Background: an optimization exercise with open tools, aiming at small area, a short achievable clock period and few clock cycles. Do not read the settings as production practice.
RTL that was checked went through simulation tests only; none was proved equivalent to the original.
Power is estimated from default activity; no workload was simulated.

Design buffet_top, start of the top module:
module buffet_top (
    input  logic                  clk,
    input  logic                  nreset_i,
    input  logic                  push_valid_i,
    input  buffet_pkg::data_t     push_data_i,
    input  logic                  credit_req_i,
    output logic                  credit_valid_o,
    output buffet_pkg::count_t    credit_o,
    input  logic                  read_valid_i,
    input  buffet_pkg::read_req_t read_req_i,
    output logic                  read_ready_o,
    output logic                  read_data_valid_o,
    output buffet_pkg::data_t     read_data_o,
    input  logic                  read_data_ready_i,
    input  logic                  update_valid_i,
    input  buffet_pkg::idx_t      update_offset_i,
    input  buffet_pkg::data_t     update_data_i
);
    buffet_pkg::count_t head;
    buffet_pkg::count_t tail;
    buffet_pkg::count_t tail1;
    buffet_pkg::count_t occ;
    buffet_pkg::count_t occ1;
    logic shrink;
    buffet_pkg::idx_t shrink_amount;
    logic alloc;
    logic [1:0] wu_v;
    buffet_pkg::idx_t wu_idx0;
    buffet_pkg::idx_t wu_idx1;
    logic [1:0] wu_next;
    logic [1:0] wu_sel;
    logic [1:0] wu_retire;
    logic wu_room;
    buffet_pkg::idx_t ram_rd_idx;
    buffet_pkg::data_t ram_rd_data;
    buffet_pkg::wr_port_t push_wr;
    buffet_pkg::wr_port_t ram_wr;
    buffet_window u_window (
  ...
Size: roughly 1,900 cells after synthesis, roughly 690 flip-flops, ~120 I/O pins.
==> module buffet_data_ram, before the edit <==
module buffet_data_ram (
    input  logic                 clk,
    input  buffet_pkg::wr_port_t wr_i,
    input  buffet_pkg::idx_t     rd_idx_i,
    output buffet_pkg::data_t    rd_data_o
);
    logic [buffet_pkg::DEPTH-1:0][buffet_pkg::DATA_W-1:0] mem;
    always_ff @(posedge clk) begin
        for (int r = 0; r < buffet_pkg::DEPTH; r++) begin
            if (wr_i.en && wr_i.idx == buffet_pkg::idx_t'(r)) begin
                mem[r] <= wr_i.data;
            end
        end
    end
    logic [buffet_pkg::DEPTH-1:0] rd_sel;
    always_comb begin
        rd_data_o = '0;
        for (int r = 0; r < buffet_pkg::DEPTH; r++) begin
            rd_sel[r] = (rd_idx_i == buffet_pkg::idx_t'(r));
            rd_data_o = rd_data_o | (mem[r] & {buffet_pkg::DATA_W{rd_sel[r]}});
        end
    end
endmodule
export LEC_CHECK = 0
export ABC_CLOCK_PERIOD_IN_PS = 2200
export CAP_MARGIN = 20
export CORE_MARGIN = 2
export CORE_UTILIZATION = 40
export SETUP_SLACK_MARGIN = 2.1
export SLEW_MARGIN = 20
create_clock -name core_clock -period 4.4 [get_ports {clk}]
standard.sh (not shown) runs the stock make flow with config.mk's settings and CLKGATE_MAP_FILE= SYNTH_SCRIPT=/design/flow/synth_recipe.tcl, a recipe that flattens the netlist after the stock synthesis.
==> flow/flow/run.sh <==
#!/bin/bash
# The standard layout, with three changes to how it is made: adders
# are left to ABC as plain gates (no full/half adder cells), sizing may
# change a cell's footprint, and the port buffers are buf_4 cells.
# make's output goes to make.log; each ORFS step keeps its own log under
# orfs/logs
set -euo pipefail
bash standard.sh ADDER_MAP_FILE= MATCH_CELL_FOOTPRINT=0 \
    "BUFFER_PORTS_ARGS=-buffer_cell sky130_fd_sc_hd__buf_4" finish > make.log 2>&1
Then changed:
--- a/flow/design.v
+++ b/flow/design.v
@@ -364,12 +364,5 @@
         end
     end
-    logic [buffet_pkg::DEPTH-1:0] rd_sel;
-    always_comb begin
-        rd_data_o = '0;
-        for (int r = 0; r < buffet_pkg::DEPTH; r++) begin
-            rd_sel[r] = (rd_idx_i == buffet_pkg::idx_t'(r));
-            rd_data_o = rd_data_o | (mem[r] & {buffet_pkg::DATA_W{rd_sel[r]}});
-        end
-    end
+    assign rd_data_o = mem[rd_idx_i];
 endmodule
 `timescale 1ns/1ps
The new run went through all stages and came out clean.
Clock power came out lower by about 4%.
Core utilization fell by 0.96 points.
Clock skew goes down by 5.7 ps.
Global-route usage falls by 5.4 points.
Clock-buffer cell count rises by 15.
Power fell by about 3%.
Flip-flop and latch count is unchanged.
Hold slack hardly moves.
Sequential share of layout area is about the same.
Routed wire length fell by 23%.
Testbench counts after the change, summed over its fixed seeds: cycles 9,660.
No functional check of the RTL was part of the first run of this note.

buffet_top, a different RTL version from the one above (not shown whole).
Size: about 1,900 cells after synthesis, about 120 I/O pins.
==> flow/config.mk <==
export PLATFORM = sky130hd
export DESIGN_NAME = buffet_top
export DESIGN_NICKNAME = buffet_top
export VERILOG_FILES = /design/flow/design.v
export SDC_FILE = /design/flow/constraint.sdc
export NUM_CORES = 4
export LEC_CHECK = 0
export ABC_CLOCK_PERIOD_IN_PS = 2200
export CAP_MARGIN = 20
export CORE_MARGIN = 2
export CORE_UTILIZATION = 60
export CTS_CLUSTER_DIAMETER = 80
export CTS_CLUSTER_SIZE = 24
export SETUP_SLACK_MARGIN = 2.2
export SLEW_MARGIN = 20
==> flow/constraint.sdc <==
create_clock -name core_clock -period 4.4 [get_ports {clk}]
set_input_delay 0.8800 -clock core_clock [delete_from_list [all_inputs] [get_ports {clk}]]
set_output_delay 0.8800 -clock core_clock [all_outputs]
set_load 0.01 [all_outputs]
Scripts as last shown in full above: flow/flow/run.sh
The first run went through all stages and came out clean.
Then changed:
--- a/flow/design.v
+++ b/flow/design.v
@@ -111,47 +111,42 @@
     buffet_pkg::idx_t upd_idx;
     logic [1:0] nxt;
     logic [1:0] wait_upd;
     logic [1:0] arrive;
     logic [1:0] sel;
     logic [1:0] wr;
     logic [1:0] drop;
     logic [1:0] retire;
     logic [1:0] take;
-    logic sel1_q;
-    logic [1:0] arr_d;
     assign upd_idx = head_i + update_offset_i;
     assign nxt[0] = !v_q[0];
     assign nxt[1] = v_q[0] && !v_q[1];
     assign take = alloc_i ? nxt : 2'b00;
     assign wait_upd = v_q & ~arr_q;
     assign arrive[0] = update_valid_i && wait_upd[0] && !(wait_upd[1] && old_q);
     assign arrive[1] = update_valid_i && wait_upd[1] && !(wait_upd[0] && !old_q);
     assign sel[0] = arr_q[0];
-    assign sel[1] = sel1_q;
+    assign sel[1] = arr_q[1] && !arr_q[0];
     assign wr = push_wr_i.en ? 2'b00 : sel;
     always_comb begin
         for (int k = 0; k < 2; k++) begin
             drop[k] = arr_q[k] && push_wr_i.en && (idx_q[k] == push_wr_i.idx);
         end
     end
     assign retire = wr | drop;
-    assign arr_d = (arr_q & ~retire) | arrive;
     always_ff @(posedge clk or negedge nreset_i) begin
         if (!nreset_i) begin
             v_q <= '0;
             arr_q <= '0;
-            sel1_q <= 1'b0;
             old_q <= 1'b0;
         end else begin
             v_q <= (v_q & ~retire) | take;
-            arr_q <= arr_d;
-            sel1_q <= arr_d[1] && !arr_d[0];
+            arr_q <= (arr_q & ~retire) | arrive;
             if (take[0]) begin
                 old_q <= v_q[1] && !retire[1];
             end else if (take[1]) begin
                 old_q <= !(v_q[0] && !retire[0]);
             end
         end
     end
     always_ff @(posedge clk) begin
         for (int k = 0; k < 2; k++) begin
@@ -176,24 +171,26 @@
     logic [buffet_pkg::DEPTH-1:0] row0;
     logic [buffet_pkg::DEPTH-1:0] row1;
     always_comb begin
         for (int r = 0; r < buffet_pkg::DEPTH; r++) begin
             push_row[r] = (push_wr_i.idx == buffet_pkg::idx_t'(r));
             row0[r] = (idx_q[0] == buffet_pkg::idx_t'(r));
             row1[r] = (idx_q[1] == buffet_pkg::idx_t'(r));
             if (push_wr_i.en) begin
                 ram_wr_row_o[r] = push_row[r];
+            end else if (arr_q[0]) begin
+                ram_wr_row_o[r] = row0[r];
             end else begin
-                ram_wr_row_o[r] = (arr_q[0] && row0[r]) || (sel1_q && row1[r]);
+                ram_wr_row_o[r] = arr_q[1] && row1[r];
             end
         end
     end
-    assign ram_wr_data_o = push_wr_i.en ? push_wr_i.data : (sel1_q ? data_q[1] : data_q[0]);
+    assign ram_wr_data_o = push_wr_i.en ? push_wr_i.data : (arr_q[0] ? data_q[0] : data_q[1]);
 endmodule
 `timescale 1ns/1ps
 module buffet_read_ctrl #(
     parameter int QD = 3
 ) (
     input  logic                  clk,
     input  logic                  nreset_i,
     input  logic                  read_valid_i,
     input  buffet_pkg::read_req_t read_req_i,
@@ -318,19 +315,19 @@
             pd_a[i] = valid_ext[i+1] ? e_pd[i+1] : e_pd[QD];
             nx_a[i] = valid_ext[i+1] ? e_nx[i+1] : e_nx[QD];
             b0_a[i] = valid_ext[i+1] ? e_b0_gone[i+1] : e_b0_gone[QD];
             b1_a[i] = valid_ext[i+1] ? e_b1_gone[i+1] : e_b1_gone[QD];
         end
     end
     always_ff @(posedge clk or negedge nreset_i) begin
         if (!nreset_i) begin
             q_v_q <= '0;
-            ready_q <= 1'b0;
+            ready_q <= 1'b1;
         end else if (issue) begin
             q_v_q <= v_a;
             ready_q <= !v_a[QD-1];
         end else begin
             q_v_q <= v_b;
             ready_q <= !v_b[QD-1];
         end
     end
     assign pos0_d = issue ? pos_a[0] : pos_b[0];
Result:
- clock power rises by about 3%
- final cell count barely changes
- total power increases by 1.6%
- design area came out higher by about 0.6%
- combinational power increases by about 7%
- global-route usage climbs by 0.86 points
Testbench counts after the change, summed over its fixed seeds: cycles 9,660.
For the first run of this note, only the layout was checked, not whether the RTL still works.

buffet_top, a different RTL version from the one above (not shown whole).
For scale: about 1800 cells after synthesis, roughly 27000 um^2 of cells after synthesis.
// buffet_top
module buffet_top (
    input  logic                  clk,
    input  logic                  nreset_i,
    input  logic                  push_valid_i,
    input  buffet_pkg::data_t     push_data_i,
    input  logic                  credit_req_i,
    output logic                  credit_valid_o,
    output buffet_pkg::count_t    credit_o,
    input  logic                  read_valid_i,
    input  buffet_pkg::read_req_t read_req_i,
    output logic                  read_ready_o,
    output logic                  read_data_valid_o,
    output buffet_pkg::data_t     read_data_o,
    input  logic                  read_data_ready_i,
    input  logic                  update_valid_i,
    input  buffet_pkg::idx_t      update_offset_i,
    input  buffet_pkg::data_t     update_data_i
);
Settings: LEC_CHECK=0, ABC_CLOCK_PERIOD_IN_PS=2200, CAP_MARGIN=20, CORE_MARGIN=2, CORE_UTILIZATION=65, CTS_CLUSTER_DIAMETER=80, CTS_CLUSTER_SIZE=24, SETUP_SLACK_MARGIN=2.25, SLEW_MARGIN=20; clock period 4.4 ns.
Scripts as last shown in full above: flow/flow/run.sh
Testbench counts at the start, summed over its fixed seeds: cycles 9,660.
Edit:
--- a/flow/design.v
+++ b/flow/design.v
@@ -96,15 +96,16 @@
     output logic [1:0]           wu_v_o,
     output buffet_pkg::idx_t     wu_idx0_o,
     output buffet_pkg::idx_t     wu_idx1_o,
     output logic [1:0]           wu_next_o,
     output logic [1:0]           wu_sel_o,
     output logic [1:0]           wu_retire_o,
     output logic                 wu_room_o,
-    output buffet_pkg::wr_port_t ram_wr_o
+    output logic [buffet_pkg::DEPTH-1:0] ram_wr_row_o,
+    output buffet_pkg::data_t    ram_wr_data_o
 );
     logic [1:0] v_q;
     logic [1:0] arr_q;
     logic old_q;
     buffet_pkg::idx_t idx_q [2];
     buffet_pkg::data_t data_q [2];
     buffet_pkg::idx_t upd_idx;
@@ -162,23 +163,32 @@
     assign wu_v_o = v_q;
     assign wu_idx0_o = idx_q[0];
     assign wu_idx1_o = idx_q[1];
     assign wu_next_o = nxt;
     assign wu_sel_o = sel;
     assign wu_retire_o = retire;
     assign wu_room_o = !(v_q[0] && v_q[1]);
+    logic [buffet_pkg::DEPTH-1:0] push_row;
+    logic [buffet_pkg::DEPTH-1:0] row0;
+    logic [buffet_pkg::DEPTH-1:0] row1;
     always_comb begin
-        if (push_wr_i.en) begin
-            ram_wr_o = push_wr_i;
-        end else begin
-            ram_wr_o.en = |arr_q;
-            ram_wr_o.idx = arr_q[0] ? idx_q[0] : idx_q[1];
-            ram_wr_o.data = arr_q[0] ? data_q[0] : data_q[1];
+        for (int r = 0; r < buffet_pkg::DEPTH; r++) begin
+            push_row[r] = (push_wr_i.idx == buffet_pkg::idx_t'(r));
+            row0[r] = (idx_q[0] == buffet_pkg::idx_t'(r));
+            row1[r] = (idx_q[1] == buffet_pkg::idx_t'(r));
+            if (push_wr_i.en) begin
+                ram_wr_row_o[r] = push_row[r];
+            end else if (arr_q[0]) begin
+                ram_wr_row_o[r] = row0[r];
+            end else begin
+                ram_wr_row_o[r] = arr_q[1] && row1[r];
+            end
         end
     end
+    assign ram_wr_data_o = push_wr_i.en ? push_wr_i.data : (arr_q[0] ? data_q[0] : data_q[1]);
 endmodule
 `timescale 1ns/1ps
 module buffet_read_ctrl #(
     parameter int QD = 3
 ) (
     input  logic                  clk,
     input  logic                  nreset_i,
@@ -355,23 +365,24 @@
     always_ff @(posedge clk) begin
         read_data_o <= ram_rd_data_i | (ram_wr_data_i & {buffet_pkg::DATA_W{byp}});
     end
 endmodule
 `timescale 1ns/1ps
 module buffet_data_ram (
     input  logic                 clk,
-    input  buffet_pkg::wr_port_t wr_i,
+    input  logic [buffet_pkg::DEPTH-1:0] wr_row_i,
+    input  buffet_pkg::data_t    wr_data_i,
     input  logic [buffet_pkg::DEPTH-1:0] rd_sel_i,
     output buffet_pkg::data_t    rd_data_o
 );
     logic [buffet_pkg::DEPTH-1:0][buffet_pkg::DATA_W-1:0] mem;
     always_ff @(posedge clk) begin
         for (int r = 0; r < buffet_pkg::DEPTH; r++) begin
-            if (wr_i.en && wr_i.idx == buffet_pkg::idx_t'(r)) begin
-                mem[r] <= wr_i.data;
+            if (wr_row_i[r]) begin
+                mem[r] <= wr_data_i;
             end
         end
     end
     always_comb begin
         rd_data_o = '0;
         for (int r = 0; r < buffet_pkg::DEPTH; r++) begin
             rd_data_o = rd_data_o | (mem[r] & {buffet_pkg::DATA_W{rd_sel_i[r]}});
@@ -412,15 +423,16 @@
     logic [1:0] wu_sel;
     logic [1:0] wu_retire;
     logic wu_room;
     buffet_pkg::idx_t ram_rd_idx;
     logic [buffet_pkg::DEPTH-1:0] ram_rd_sel;
     buffet_pkg::data_t ram_rd_data;
     buffet_pkg::wr_port_t push_wr;
-    buffet_pkg::wr_port_t ram_wr;
+    logic [buffet_pkg::DEPTH-1:0] ram_wr_row;
+    buffet_pkg::data_t ram_wr_data;
     buffet_window u_window (
         .clk             (clk),
         .nreset_i        (nreset_i),
         .push_valid_i    (push_valid_i),
         .credit_req_i    (credit_req_i),
         .shrink_i        (shrink),
         .shrink_amount_i (shrink_amount),
@@ -450,15 +462,16 @@
         .wu_v_o          (wu_v),
         .wu_idx0_o       (wu_idx0),
         .wu_idx1_o       (wu_idx1),
         .wu_next_o       (wu_next),
         .wu_sel_o        (wu_sel),
         .wu_retire_o     (wu_retire),
         .wu_room_o       (wu_room),
-        .ram_wr_o        (ram_wr)
+        .ram_wr_row_o    (ram_wr_row),
+        .ram_wr_data_o   (ram_wr_data)
     );
     buffet_read_ctrl u_read_ctrl (
         .clk               (clk),
         .nreset_i          (nreset_i),
         .read_valid_i      (read_valid_i),
         .read_req_i        (read_req_i),
         .read_data_ready_i (read_data_ready_i),
@@ -470,25 +483,26 @@
         .wu_v_i            (wu_v),
         .wu_idx0_i         (wu_idx0),
         .wu_idx1_i         (wu_idx1),
         .wu_next_i         (wu_next),
         .wu_sel_i          (wu_sel),
         .wu_retire_i       (wu_retire),
         .wu_room_i         (wu_room),
-        .ram_wr_data_i     (ram_wr.data),
+        .ram_wr_data_i     (ram_wr_data),
         .read_ready_o      (read_ready_o),
         .shrink_o          (shrink),
         .shrink_amount_o   (shrink_amount),
         .alloc_o           (alloc),
         .ram_rd_idx_o      (ram_rd_idx),
         .ram_rd_sel_o      (ram_rd_sel),
         .ram_rd_data_i     (ram_rd_data),
         .read_data_valid_o (read_data_valid_o),
         .read_data_o       (read_data_o)
     );
     buffet_data_ram u_ram (
         .clk         (clk),
-        .wr_i        (ram_wr),
+        .wr_row_i    (ram_wr_row),
+        .wr_data_i   (ram_wr_data),
         .rd_sel_i    (ram_rd_sel),
         .rd_data_o   (ram_rd_data)
     );
 endmodule
What happened: Setup slack is better by 0.095 ns. Via count rises by 2.6%. Core utilization hardly moves. Hold slack improves by 0.030 ns. Cell area went up by 1.0%. Combinational power went up by about 0.5%. Clock power stays flat. Die area rose by 1.6%. Sequential power is about the same. Critical path depth shrinks by 11. Synthesized area grows by 1.6%. Total power came out higher by 0.63%. Final cell count stays flat. Count of clock-buffer cells in the layout shrinks by 1.
Testbench counts after the change, summed over its fixed seeds: cycles 9,660.

==> re-timing with driven ports <==
The flow's constraints put no driver on any port. The routed layouts listed below were extracted and timed again, unchanged, in two steps. Step 1: set_driving_cell puts a clkbuf_16 on clk and a buf_2 on each other input, an assumption about the parent block. Step 2 moves the port delays by t, midway between the first and last clock arrival at a register: inputs arrive t later, outputs are due t later. That takes back most of the time a late clock gives input paths. Three values: ideal ports, drivers, drivers and shift; two values: the first two.
run | t (ns) | slack for setup (ns) | worst setup path at the end | clock arrival spread, ns | worst register clock-pin slew, ns
the first run of note 1 | 0.675 | 1.983 / 1.983 / 1.470 | input to register | 0.023 / 0.023 | 0.07 / 0.07
the second run of note 1 | 0.667 | 2.083 / 2.083 / 1.517 | input to register | 0.016 / 0.016 | 0.06 / 0.06
the first run of note 2 | 0.627 | 2.057 / 2.032 / 1.405 | input to register | 0.023 / 0.023 | 0.10 / 0.10
the second run of note 2 | 0.640 | 2.213 / 2.156 / 1.649 | input to register | 0.026 / 0.026 | 0.10 / 0.10
the first run of note 3 | 0.635 | 2.122 / 2.122 / 1.633 | input to register | 0.028 / 0.028 | 0.10 / 0.10
the second run of note 3 | 0.639 | 2.217 / 2.159 / 1.663 | input to register | 0.021 / 0.021 | 0.10 / 0.10
After both steps every run listed still meets setup and hold. For the first run of note 2, which loses most, drivers alone change the setup slack by -0.025 ns; drivers and shift together by -0.652 ns.
